Context: an optimization exercise on an open-source flow, tuned for small area, a short achievable clock period and few clock cycles. The choices shown serve that exercise and are no tape-out recipe.
Only simulation tests tie the RTL to the original design; equivalence was not proved.

### design/flow/design.v
package dfdi_pkg;
   localparam int FracBits = 16;
   localparam int DtBits   = 16;
   localparam int RootSteps = 32;
   localparam logic [2:0] REG_DRAG_COEFF   = 3'd0;
   localparam logic [2:0] REG_LIFT_COEFF   = 3'd1;
   localparam logic [2:0] REG_FRONTAL_AREA = 3'd2;
   localparam logic [2:0] REG_INV_MASS     = 3'd3;
   localparam logic [2:0] REG_LIFT_PRODUCT = 3'd4;
   localparam logic [2:0] REG_WIND_X       = 3'd5;
   localparam logic [2:0] REG_WIND_Y       = 3'd6;
   localparam logic [2:0] REG_WIND_Z       = 3'd7;
   localparam logic REQ_TICK   = 1'b0;
   localparam logic REQ_LAUNCH = 1'b1;
   typedef enum logic [9:0] {
      ST_IDLE  = 10'b0000000001,
      ST_SQSUM = 10'b0000000010,
      ST_ROOT  = 10'b0000000100,
      ST_COEF  = 10'b0000001000,
      ST_AXIS  = 10'b0000010000,
      ST_LIFT  = 10'b0000100000,
      ST_DONE  = 10'b0001000000,
      ST_OUT   = 10'b0010000000,
      ST_SPARE = 10'b0100000000,
      ST_HOLD  = 10'b1000000000
   } state_type;
   function automatic logic signed [31:0] clip32(input logic signed [65:0] v,
                                                 output logic sat);
      begin
         sat = 1'b0;
         if (v > 66'sd2147483647) begin
            sat = 1'b1;
            clip32 = 32'sh7fffffff;
         end else if (v < -66'sd2147483648) begin
            sat = 1'b1;
            clip32 = 32'sh80000000;
         end else begin
            clip32 = v[31:0];
         end
      end
   endfunction
endpackage
module disc_flight_drag_integrator_core (
   input  logic                clock,
   input  logic                reset,
   input  logic                csr_write,
   input  logic [2:0]          csr_index,
   input  logic [31:0]         csr_data,
   input  logic                req_valid,
   output logic                req_stall,
   input  logic                req_type,
   input  logic [15:0]         req_time_step,
   input  logic signed [31:0]  req_load_pos_x,
   input  logic signed [31:0]  req_load_pos_y,
   input  logic signed [31:0]  req_load_pos_z,
   input  logic signed [31:0]  req_load_vel_x,
   input  logic signed [31:0]  req_load_vel_y,
   input  logic signed [31:0]  req_load_vel_z,
   output logic                rsp_valid,
   input  logic                rsp_stall,
   output logic signed [31:0]  rsp_out_pos_x,
   output logic signed [31:0]  rsp_out_pos_y,
   output logic signed [31:0]  rsp_out_pos_z,
   output logic signed [31:0]  rsp_out_vel_x,
   output logic signed [31:0]  rsp_out_vel_y,
   output logic signed [31:0]  rsp_out_vel_z,
   output logic                rsp_saturated
);
   dfdi_pkg::state_type state_ff, state_in;
   logic [30:0] drag_ff, lift_ff, area_ff, imass_ff;
   logic signed [31:0] lprod_ff;
   logic [2:0][31:0] wind_ff;
   logic [2:0][31:0] pos_ff, pos_in;
   logic [2:0][31:0] vel_ff, vel_in;
   logic [2:0][31:0] vnew_ff, vnew_in;
   logic [15:0] dt_ff, dt_in;
   logic sat_ff, sat_in;
   logic [63:0] rem_ff, rem_in;
   logic [31:0] root_ff, root_in;
   logic [5:0] cnt_ff, cnt_in;
   logic [1:0] axis_ff, axis_in;
   logic signed [31:0] ks_ff, ks_in, acc_ff, acc_in;
   logic signed [32:0] ma_ff, ma_in, mb_ff, mb_in;
   logic signed [65:0] prod_ff;
   logic rsp_valid_ff, rsp_valid_in;
   logic signed [65:0] pshift, sum;
   logic signed [31:0] cv, cs;
   logic s1, s2;
   always_ff @(posedge clock) begin
      prod_ff <= ma_ff * mb_ff;
   end
   always_ff @(posedge clock) begin
      if (reset) begin
         drag_ff <= '0; lift_ff <= '0; area_ff <= '0; imass_ff <= 31'd65536;
         lprod_ff <= '0;
         wind_ff[0] <= '0; wind_ff[1] <= '0; wind_ff[2] <= '0;
      end else if (csr_write) begin
         case (csr_index)
            dfdi_pkg::REG_DRAG_COEFF:   drag_ff  <= csr_data[30:0];
            dfdi_pkg::REG_LIFT_COEFF:   lift_ff  <= csr_data[30:0];
            dfdi_pkg::REG_FRONTAL_AREA: area_ff  <= csr_data[30:0];
            dfdi_pkg::REG_INV_MASS:     imass_ff <= csr_data[30:0];
            dfdi_pkg::REG_LIFT_PRODUCT: lprod_ff <= csr_data;
            dfdi_pkg::REG_WIND_X:       wind_ff[0] <= csr_data;
            dfdi_pkg::REG_WIND_Y:       wind_ff[1] <= csr_data;
            dfdi_pkg::REG_WIND_Z:       wind_ff[2] <= csr_data;
            default: ;
         endcase
      end
   end
   always_ff @(posedge clock) begin
      if (reset) begin
         state_ff <= dfdi_pkg::ST_IDLE;
         rsp_valid_ff <= 1'b0;
         for (int i = 0; i < 3; i++) begin
            pos_ff[i] <= '0;
            vel_ff[i] <= '0;
         end
      end else begin
         state_ff <= state_in;
         rsp_valid_ff <= rsp_valid_in;
         pos_ff <= pos_in;
         vel_ff <= vel_in;
      end
      vnew_ff <= vnew_in; dt_ff <= dt_in; sat_ff <= sat_in;
      rem_ff <= rem_in; root_ff <= root_in; cnt_ff <= cnt_in;
      axis_ff <= axis_in; ks_ff <= ks_in; acc_ff <= acc_in;
      ma_ff <= ma_in; mb_ff <= mb_in;
   end
   assign pshift = prod_ff >>> dfdi_pkg::FracBits;
   always_comb begin
      logic [63:0] sq;
      state_in = state_ff; rsp_valid_in = rsp_valid_ff;
      pos_in = pos_ff; vel_in = vel_ff; vnew_in = vnew_ff;
      dt_in = dt_ff; sat_in = sat_ff; rem_in = rem_ff; root_in = root_ff;
      cnt_in = cnt_ff; axis_in = axis_ff;
      ks_in = ks_ff; acc_in = acc_ff; ma_in = ma_ff; mb_in = mb_ff;
      sum = '0; cv = '0; cs = '0; s1 = 1'b0; s2 = 1'b0; sq = '0;
      case (state_ff)
         dfdi_pkg::ST_IDLE: begin
            if (req_valid) begin
               if (req_type == dfdi_pkg::REQ_LAUNCH) begin
                  pos_in[0] = req_load_pos_x; pos_in[1] = req_load_pos_y;
                  pos_in[2] = req_load_pos_z;
                  vel_in[0] = req_load_vel_x; vel_in[1] = req_load_vel_y;
                  vel_in[2] = req_load_vel_z;
                  sat_in = 1'b0;
                  rsp_valid_in = 1'b1;
                  state_in = dfdi_pkg::ST_OUT;
               end else begin
                  dt_in = req_time_step;
                  sat_in = 1'b0;
                  rem_in = '0;
                  cnt_in = '0;
                  ma_in = 33'($signed(vel_ff[0])); mb_in = 33'($signed(vel_ff[0]));
                  state_in = dfdi_pkg::ST_SQSUM;
               end
            end
         end
         dfdi_pkg::ST_SQSUM: begin
            if (cnt_ff != 6'd0) rem_in = rem_ff + prod_ff[63:0];
            if (cnt_ff == 6'd0) begin ma_in = 33'($signed(vel_ff[1])); mb_in = 33'($signed(vel_ff[1])); end
            if (cnt_ff == 6'd1) begin ma_in = 33'($signed(vel_ff[2])); mb_in = 33'($signed(vel_ff[2])); end
            if (cnt_ff == 6'd0) rem_in = '0;
            if (cnt_ff == 6'd0) begin
               cnt_in = 6'd1;
            end else if (cnt_ff == 6'd3) begin
               cnt_in = '0;
               root_in = '0;
               acc_in = '0;
               state_in = dfdi_pkg::ST_ROOT;
            end else begin
               cnt_in = cnt_ff + 6'd1;
            end
         end
         dfdi_pkg::ST_ROOT: begin
            sq = rem_ff;
            begin
               logic [33:0] r2;
               logic [33:0] tr;
               r2 = {acc_ff[31:0], sq[63:62]};
               tr = r2 - {root_ff[31:0], 2'b01};
               if (!tr[33]) begin
                  acc_in = tr[31:0];
                  root_in = {root_ff[30:0], 1'b1};
               end else begin
                  acc_in = r2[31:0];
                  root_in = {root_ff[30:0], 1'b0};
               end
               if (!tr[33] && tr[33:32] != 2'b00) acc_in = tr[31:0];
               ks_in = ks_ff;
            end
            rem_in = {rem_ff[61:0], 2'b00};
            if (cnt_ff == 6'(dfdi_pkg::RootSteps - 1)) begin
               cnt_in = '0;
               state_in = dfdi_pkg::ST_COEF;
            end else begin
               cnt_in = cnt_ff + 6'd1;
            end
         end
         dfdi_pkg::ST_COEF: begin
            case (cnt_ff)
               6'd0: begin
                  if (root_ff[31]) begin sat_in = 1'b1; root_in = 32'h7fffffff; end
                  ma_in = 33'(drag_ff); mb_in = 33'(area_ff);
               end
               6'd2: begin
                  sq = prod_ff[63:0] >> (dfdi_pkg::FracBits + 1);
                  if (sq > 64'h7fffffff) begin sat_in = 1'b1; sq = 64'h7fffffff; end
                  ma_in = 33'(sq[31:0]); mb_in = 33'(root_ff);
               end
               6'd4: begin
                  ks_in = dfdi_pkg::clip32(pshift, s1);
                  sat_in = sat_ff | s1;
               end
               default: ;
            endcase
            if (cnt_ff == 6'd4) begin
               cnt_in = '0; axis_in = '0; state_in = dfdi_pkg::ST_AXIS;
            end else begin
               cnt_in = cnt_ff + 6'd1;
            end
         end
         dfdi_pkg::ST_AXIS: begin
            case (cnt_ff)
               6'd0: begin
                  ma_in = -$signed({ks_ff[31], ks_ff}); mb_in = 33'($signed(vel_ff[axis_ff]));
               end
               6'd2: begin
                  cv = dfdi_pkg::clip32(pshift, s1);
                  sum = 66'(cv) + 66'($signed(wind_ff[axis_ff]));
                  cs = dfdi_pkg::clip32(sum, s2);
                  sat_in = sat_ff | s1 | s2;
                  ma_in = 33'(cs); mb_in = 33'(imass_ff);
               end
               6'd4: begin
                  cv = dfdi_pkg::clip32(pshift, s1);
                  sat_in = sat_ff | s1;
                  ma_in = 33'(cv); mb_in = 33'(dt_ff);
               end
               6'd6: begin
                  cv = dfdi_pkg::clip32(prod_ff >>> dfdi_pkg::DtBits, s1);
                  sum = 66'($signed(vel_ff[axis_ff])) + 66'(cv);
                  cs = dfdi_pkg::clip32(sum, s2);
                  sat_in = sat_ff | s1 | s2;
                  vnew_in[axis_ff] = cs;
                  sum = 66'($signed(vel_ff[axis_ff])) + 66'(cs);
                  ma_in = sum[32:0]; mb_in = 33'(dt_ff);
               end
               6'd8: begin
                  sum = 66'($signed(pos_ff[axis_ff])) + (prod_ff >>> (dfdi_pkg::DtBits + 1));
                  cs = dfdi_pkg::clip32(sum, s1);
                  sat_in = sat_ff | s1;
                  pos_in[axis_ff] = cs;
               end
               default: ;
            endcase
            if (cnt_ff == 6'd8) begin
               cnt_in = '0;
               if (axis_ff == 2'd2) state_in = dfdi_pkg::ST_LIFT;
               else axis_in = axis_ff + 2'd1;
            end else begin
               cnt_in = cnt_ff + 6'd1;
            end
         end
         dfdi_pkg::ST_LIFT: begin
            case (cnt_ff)
               6'd0: begin ma_in = 33'(lift_ff); mb_in = 33'(area_ff); end
               6'd2: begin
                  sq = prod_ff[63:0] >> (dfdi_pkg::FracBits + 1);
                  if (sq > 64'h7fffffff) begin sat_in = 1'b1; sq = 64'h7fffffff; end
                  ma_in = 33'(sq[31:0]); mb_in = 33'(lprod_ff);
               end
               6'd4: begin
                  cv = dfdi_pkg::clip32(pshift, s1);
                  sat_in = sat_ff | s1;
                  ma_in = 33'(cv); mb_in = 33'(imass_ff);
               end
               6'd6: begin
                  cv = dfdi_pkg::clip32(pshift, s1);
                  sat_in = sat_ff | s1;
                  ma_in = 33'(cv); mb_in = 33'(dt_ff);
               end
               6'd8: begin
                  cv = dfdi_pkg::clip32(prod_ff >>> dfdi_pkg::DtBits, s1);
                  sum = 66'($signed(vnew_ff[2])) + 66'(cv);
                  cs = dfdi_pkg::clip32(sum, s2);
                  sat_in = sat_ff | s1 | s2;
                  vel_in[0] = vnew_ff[0]; vel_in[1] = vnew_ff[1]; vel_in[2] = cs;
               end
               default: ;
            endcase
            if (cnt_ff == 6'd8) begin
               cnt_in = '0; rsp_valid_in = 1'b1; state_in = dfdi_pkg::ST_OUT;
            end else begin
               cnt_in = cnt_ff + 6'd1;
            end
         end
         dfdi_pkg::ST_OUT: begin
            if (!rsp_stall) begin
               rsp_valid_in = 1'b0;
               state_in = dfdi_pkg::ST_IDLE;
            end
         end
         default: state_in = dfdi_pkg::ST_IDLE;
      endcase
   end
   assign req_stall = (state_ff != dfdi_pkg::ST_IDLE);
   assign rsp_valid = rsp_valid_ff;
   assign rsp_out_pos_x = pos_ff[0];
   assign rsp_out_pos_y = pos_ff[1];
   assign rsp_out_pos_z = pos_ff[2];
   assign rsp_out_vel_x = vel_ff[0];
   assign rsp_out_vel_y = vel_ff[1];
   assign rsp_out_vel_z = vel_ff[2];
   assign rsp_saturated = sat_ff;
endmodule
### design/flow/run.sh
#!/bin/bash
# synth_recipe.tcl (not shown) runs the flow's synth.tcl, then flattens the netlist and writes it again
# the make line also repeats each setting of config.mk as NAME=value (left out here)
make -C /OpenROAD-flow-scripts/flow DESIGN_CONFIG=/design/flow/config.mk WORK_HOME=/design/flow/orfs CLKGATE_MAP_FILE= SYNTH_SCRIPT=/design/flow/synth_recipe.tcl finish
### design/flow/config.mk
export PLATFORM = sky130hd
export DESIGN_NAME = disc_flight_drag_integrator_core
export DESIGN_NICKNAME = disc_flight_drag_integrator_core
export VERILOG_FILES = /design/flow/design.v
export SDC_FILE = /design/flow/constraint.sdc
export NUM_CORES = 4
export LEC_CHECK = 0
export CAP_MARGIN = 20
export CORE_MARGIN = 2
export CORE_UTILIZATION = 40
export PLACE_DENSITY = 0.6
export SLEW_MARGIN = 20
### design/flow/constraint.sdc
create_clock -name core_clock -period 12.0 [get_ports {clock}]
set_input_delay 2.4000 -clock core_clock [delete_from_list [all_inputs] [get_ports {clock}]]
set_output_delay 2.4000 -clock core_clock [all_outputs]
set_load 0.01 [all_outputs]
==> flow_summary.ini <==
[sta]
rsz0062_at_grt = false
hold_viol = 0
relSlewSlack_pct = 12.26
skew_ns = 0.1132
slew_viol_final = 0
setup_viol = 0
final.setup.tns_ns = 0
finalCritPeriodShare_pct = 87.70
fmax_mhz = 95.02
max_slew.worst_pin.slew_ns = 1.316
final.min_clock_period_ns = 10.52

[synthesis]
ys_types = 97
seq_area_frac_synth_pct = 22.43
yosysWarnings = 1
synthCells = 10800
synthArstFlopShare_pct = 0
synth_top_cell_by_area = fa_1
synth_simple_gate_area_share_pct = 16.01
synth_nets = 12700
synth_edf_count = 347
yosysTopAreaCellShare_pct = 24.85
synth-seq-cells = 865
synth_top_family_by_area = adder cells
synthFlopType = dfxtp_1
synth_mux_area_share_pct = 2.015
netlist_area_mm2 = 0.09271
synth.area.top_cells = fa_1 25%, edfxtp_1 11%, dfxtp_1 11%, nand2_1 7.7%, ha_1 6.7%
synth_adder_area_share_pct = 31.74
synth_compound_gate_area_share_pct = 16.75
syn_area_per_cell_um2 = 8.586
synthXorXnorAreaFrac_pct = 3.193

[hold_path]
min_from = wind_ff[68]
holdPathEnd = wind_ff[68]
hold_class = reg2reg
whs_path_depth = 2

[drt]
routedWlPerCell_um = 27.29
drtAntennaViolNets = 0
drtIter0Drc = 9424
dr.pass1.iters = 10
remaining_drc_errors = 0
vias = 83080
routed_via_density = 5.903
routed_wl_mm = 384.0

[final_layout]
synthToLayoutAreaGrowth_pct = 12.21
drive_above_1_share_pct = 4.711
multi_input_area_mm2 = 0.06489
design_area_mm2 = 0.1040
regArea_mm2 = 0.02079
fillers = 22440
nets = 12850

[cts]
hold_buffers = 0
cts.sinks = 865
root_buffer = clkbuf_16
cts_resized = 0
cts_tree = done
clk_pin_slew_ns = 0.06
post_cts_buffers = 0
htree_levels = 3
clk_latency_ns = 0.80
cts_made_buffers = 103
cts.path.max_buffers = 3

[die]
num_rows = 176
num_io_pins = 444
die-area_mm2 = 0.2356
dieWidth_um = 485.4
die_h_um = 485.4
initial_core_util_pct = 40.29
core_mm2 = 0.2301

[grt]
antenna_found_initial = 25
grt_pass1_wl_mm = 561.5
grt_pass1_vias = 83570
grt_usage_pct = 32.07
grt_max_degree = 105
grt-ovfl-total = 0

[critical_path]
crit_type = reg2reg
cp.required_ns = 12.52
cp.arrival_ns = 11.05
cp_max_fo = 21
cpMostUsedCell = o21ai_0
r2r_slack_ns = 1.48
reg2regPathDepth = 34
cp-start-kind = register
endpoint_kind = register
slowest_delay_ns = 0.80
r2r_end = ma_ff[30]
worstReg2RegStart = prod_ff[52]
cp_slowest_cell = xnor2_1
critPathLaunch = prod_ff[52]

[placement]
hpwl_mm = 296.9
io_buffers = 443
globalplace.congestion = 1.064
dpl_cell_area_mm2 = 0.1005

[outcome]
status = finished clean

[run]
drv_cap = 0
per-layer routing:
layer	global-route usage, %	part of all wire [%]	wire length (um)	vias up
met4	19.89	7.5	28740	14
met5	0	0.023	90	-
met3	7.292	9.5	36300	1048
met2	49.62	44	169800	4272
met1	40.63	39	149100	41460
li1	-	-	-	36290
flip-flops by register name (all words and copies together) (netlist names), 2 cells and up:
register	flops
pos_ff	96
vel_ff	96
vnew_ff	96
wind_ff	96
prod_ff	66
rem_ff	64
ma_ff	33
mb_ff	33
acc_ff	32
ks_ff	32
lprod_ff	32
root_ff	32
area_ff	31
drag_ff	31
imass_ff	31
lift_ff	31
dt_ff	16
state_ff	7
cnt_ff	6
axis_ff	2
worst max path at each step:
stage / end / slack [ns]
floorplan: ma_ff[30] / 3.64
global placement: ma_ff[30] / 1.79
detailed placement: ma_ff[30] / 1.76
CTS: ma_ff[30] / 1.70
global route: ma_ff[30] / 1.02
finish: ma_ff[30] / 1.48
synthesized netlist by cell type, types with 214 or more instances:
| master | number |
|---|---|
| a21o_1 | 214 |
| a21oi_1 | 798 |
| and2_1 | 337 |
| clkbuf_1 | 558 |
| dfxtp_1 | 518 |
| edfxtp_1 | 347 |
| fa_1 | 1151 |
| ha_1 | 499 |
| inv_1 | 1267 |
| nand2_1 | 1900 |
| nor2_1 | 467 |
| o21ai_0 | 629 |
cells by family (layout without fill, tap and decap cells):
| kind of cell | count (synthesis) | in the layout |
|---|---|---|
| flip-flops | 865 | 865 |
| buffers and inverters | 1916 | 2155 |
| adder cells (fa/ha/maj) | 1664 | 1664 |
| XOR/XNOR | 338 | 338 |
| multiplexers | 186 | 186 |
| AO/OA/AOI/OAI | 2496 | 2496 |
| other | 0 | 11 |
| AND/OR/NAND/NOR | 3333 | 3333 |
critical path: cells and delay by family (launching register included):
kind                     cells  cell delay [ns]
multiplexers                 1             0.40
flip-flops                   1             0.41
AO/OA/AOI/OAI               17             4.80
buffers and inverters        4             0.74
adder cells (fa/ha/maj)      3             0.92
XOR/XNOR                     1             0.80
AND/OR/NAND/NOR              8             2.21
layout make-up:
type	count	area share, %
Multi-Input combinational cell	8017	62.38
Timing Repair Buffer	691	6.057
Sequential cell	865	19.98
Inverter	1268	4.575
Tap cell	3026	3.639
Clock buffer	148	2.847
Antenna cell	11	0.02646
Clock inverter	48	0.4943
metrics by stage:
stage                     std cells  hold slack [ns]  worst slack [ns]  utilization [%]
after floorplan               10800           0.4357             3.638                -
after global placement        13870           0.4409             1.787            43.67
after detailed placement      13870           0.4469             1.757            43.68
after CTS                     14060           0.4561             1.700            45.19
after global routing          14070           0.4698             1.019            45.20
final                         14070           0.4541             1.476            45.21
placed cells by master (no fill, tap or decap), types with 107 or more instances in the layout:
master | netlist | routed
a211oi_1 | 109 | 109
a21o_1 | 214 | 214
a21oi_1 | 798 | 796
and2_1 | 337 | 336
buf_4 | 7 | 248
clkbuf_16 | 0 | 107
clkdlybuf4s50_1 | 0 | 442
dfxtp_1 | 518 | 518
edfxtp_1 | 347 | 347
fa_1 | 1151 | 1151
ha_1 | 499 | 496
inv_1 | 1267 | 1266
mux2i_1 | 181 | 181
nand2_1 | 1900 | 1897
nor2_1 | 467 | 449
nor3_1 | 121 | 117
o21ai_0 | 629 | 617
o22ai_1 | 112 | 112
xnor2_1 | 204 | 204
xor2_1 | 134 | 133
Testbench counts, summed over its fixed seeds: cycles 75,888.

-- separate check: timing with driven ports --
The flow's constraints put no driver on any port. The routed layout listed below was extracted and timed again, unchanged, in two steps. Step 1: set_driving_cell puts a clkbuf_16 on clock and a buf_2 on each other input, an assumption about the parent block. Step 2, shift: input delay + t, output delay - t, t = (earliest + latest rising clock arrival at the registers) / 2. This alone moves slack from input paths to output paths. Three values: no drivers, after step 1, after step 2; two values: the first two.
t, ns: 0.845
setup WS [ns]: 1.476 / 1.476 / 1.476
latest minus earliest clock arrival (ns): 0.113 / 0.114
worst data-port slew with drivers (ns): 0.14
After both steps this run still meets setup and hold. For this run, drivers alone change the setup slack by 0.000 ns; drivers and shift together by 0.000 ns.
